This design comes from an exercise in tuning for small area and a short achievable clock period on the open sky130 flow, not from production work. In this exercise RTL edits were held to simulation tests only and were not proved equivalent to the original.

Setup of try-tundra:
// dll_retry_monitor
module dll_retry_monitor #(
  parameter int DEPTH          = 16,
  parameter int REPLAY_TIMEOUT = 1024
) (
  input  logic                 sclk,
  input  logic                 srst,
  input  logic [1:0]           dlcm_state_i,
  input  logic                 tl2dll_valid_i,
  input  logic [255:0]         tl2dll_data_i,
  output logic                 tl2dll_ready_o,
  input  logic [15:0]          acknak_seq_num_i,
  input  logic [1:0]           acknak_seq_en_i,
  output logic                 tlp_valid_o,
  output logic [255:0]         tlp_data_o,
  output logic [11:0]          tlp_seq_o,
  input  logic                 arb_ready_i,
  output logic                 replay_rollover_o,
  output logic [$clog2(DEPTH):0] buf_count_o
);
  localparam int AW = $clog2(DEPTH);
  localparam int PW = AW + 1;
  localparam int TW = $clog2(REPLAY_TIMEOUT);
  function automatic logic lt_f(input logic [PW-1:0] x, input logic [PW-1:0] y);
    logic r;
    r = 1'b0;
    for (int i = 0; i < PW; i++) begin
      r = (~x[i] & y[i]) | (~(x[i] ^ y[i]) & r);
    end
    lt_f = r;
  endfunction
  function automatic logic [11:0] inc12_f(input logic [11:0] x);
    logic [11:0] r;
    logic        c;
    c = 1'b1;
    for (int i = 0; i < 12; i++) begin
      r[i] = x[i] ^ c;
  ...
Size: about 7,200 cells after synthesis, ~4,400 flip-flops, roughly 560 I/O pins, about 0.15 mm2 of cells after synthesis.
==> flow/config.mk <==
export PLATFORM = sky130hd
export DESIGN_NAME = dll_retry_monitor
export DESIGN_NICKNAME = dll_retry_monitor
export VERILOG_FILES = /design/flow/design.v
export SDC_FILE = /design/flow/constraint.sdc
export NUM_CORES = 4
export LEC_CHECK = 0
export CAP_MARGIN = 25
export CORE_MARGIN = 2
export CORE_UTILIZATION = 50
export CTS_CLUSTER_DIAMETER = 100
export CTS_CLUSTER_SIZE = 28
export SETUP_SLACK_MARGIN = 4.2
export SLEW_MARGIN = 35
export SYNTH_HIERARCHICAL = 1
export SYNTH_MINIMUM_KEEP_SIZE = 0
export TNS_END_PERCENT = 10
==> flow/constraint.sdc <==
create_clock -name core_clock -period 8.0 [get_ports {sclk}]
set_input_delay 1.6000 -clock core_clock [delete_from_list [all_inputs] [get_ports {sclk}]]
set_output_delay 1.6000 -clock core_clock [all_outputs]
set_load 0.01 [all_outputs]
standard.sh (not shown) runs the stock make flow with config.mk's settings and CLKGATE_MAP_FILE= SYNTH_SCRIPT=/design/flow/synth_recipe.tcl, a recipe that flattens the netlist after the stock synthesis.
==> flow/flow/run.sh <==
#!/bin/bash
# Standard layout, with the port buffers made of buf_2 cells instead of the
# delay buffers buffer_ports picks by default. Full tool output goes to
# run.log in this folder (ORFS's per-step logs stay under orfs/logs).
set -o pipefail
export BUFFER_PORTS_ARGS="-buffer_cell sky130_fd_sc_hd__buf_2"
bash standard.sh > run.log 2>&1
### try-tundra -> try-zinc
==> flow/run.sh (new file) <==
#!/bin/bash
# synth_recipe.tcl (not shown) runs the flow's synth.tcl, then flattens the netlist and writes it again
# the make line also repeats each setting of config.mk as NAME=value (left out here)
make -C /OpenROAD-flow-scripts/flow DESIGN_CONFIG=/design/flow/config.mk WORK_HOME=/design/flow/orfs CLKGATE_MAP_FILE= SYNTH_SCRIPT=/design/flow/synth_recipe.tcl finish
removed: flow/flow/run.sh
removed: flow/standard.sh
[summary]
Between try-zinc and try-tundra, count of clock-buffer cells in the layout is lower for try-zinc, try-tundra comes in above that.
Between try-tundra and try-zinc, the flow reports final non-filler cell area increasing slightly.
try-zinc vs try-tundra: quantity of gates resized following cts up in try-zinc
--- input diff try-zinc..try-ember ---
# try-zinc
export LEC_CHECK = 0
export CAP_MARGIN = 25
export CORE_MARGIN = 2
export CORE_UTILIZATION = 50
export CTS_CLUSTER_DIAMETER = 100
export CTS_CLUSTER_SIZE = 28
export SETUP_SLACK_MARGIN = 4.2
export SLEW_MARGIN = 35
export SYNTH_HIERARCHICAL = 1
export SYNTH_MINIMUM_KEEP_SIZE = 0
export TNS_END_PERCENT = 10
create_clock -name core_clock -period 8.0 [get_ports {sclk}]
# try-ember
export LEC_CHECK = 0
export CAP_MARGIN = 20
export CORE_MARGIN = 2
export CORE_UTILIZATION = 50
export CTS_CLUSTER_DIAMETER = 100
export CTS_CLUSTER_SIZE = 28
export SETUP_SLACK_MARGIN = 4.2
export SLEW_MARGIN = 20
export SYNTH_HIERARCHICAL = 1
export SYNTH_MINIMUM_KEEP_SIZE = 0
export TNS_END_PERCENT = 10
create_clock -name core_clock -period 8.0 [get_ports {sclk}]
==> flow/flow/run.sh (new file) <==
#!/bin/bash
# Standard layout, with the port buffers made of buf_2 cells instead of the
# delay buffers buffer_ports picks by default. Full tool output goes to
# run.log in this folder (ORFS's per-step logs stay under orfs/logs).
set -o pipefail
export BUFFER_PORTS_ARGS="-buffer_cell sky130_fd_sc_hd__buf_2"
bash standard.sh > run.log 2>&1
==> flow/standard.sh (new file) <==
#!/bin/bash
# synth_recipe.tcl (not shown) runs the flow's synth.tcl, then flattens the netlist and writes it again
# the make line also repeats each setting of config.mk as NAME=value (left out here)
make -C /OpenROAD-flow-scripts/flow DESIGN_CONFIG=/design/flow/config.mk WORK_HOME=/design/flow/orfs CLKGATE_MAP_FILE= SYNTH_SCRIPT=/design/flow/synth_recipe.tcl "${@:-finish}"
removed: flow/run.sh
==> comparison <==
No crash in try-ember: every stage finished, but the layout fails its final checks due to max-slew violations.
From try-zinc to try-ember the numbers moved as follows: via count -1,477; clock skew dropped 0.019 ns; fraction of area in registers now larger; reg2reg setup slack shows no meaningful change; final core area utilization now sits lower.
try-ember vs. try-zinc: number of buffers and inverters on the critical path -4, first-iteration DRC count -about 9%.

[re-timing with driven ports]
The results above use ideal ports. As a check the final layouts listed here were re-extracted and re-timed, cells and wires unchanged.
Step 1 sets driving cells, clkbuf_16 on the clock port and buf_2 on the other inputs (assumed; they add their load-dependent delay and slew).
Step 2 times the ports against the registers' clock, not the clock port: input delays grow and output delays shrink by t, the midpoint of the rising clock arrivals with the driver on.
a / b / c = ideal / step 1 / step 2; a / b = the first two.
run | t, ns | setup slack, ns | clock arrival spread, ns | worst data-port slew with drivers (ns)
try-tundra | 1.012 | 3.434 / 3.402 / 2.391 | 0.049 / 0.049 | 0.22
try-zinc | 1.030 | 3.307 / 3.348 / 2.318 | 0.074 / 0.074 | 0.24
try-ember | 1.007 | 3.382 / 3.442 / 2.435 | 0.060 / 0.059 | 0.22
For try-tundra, which loses most, drivers alone change the setup slack by -0.032 ns; drivers and shift together by -1.043 ns.
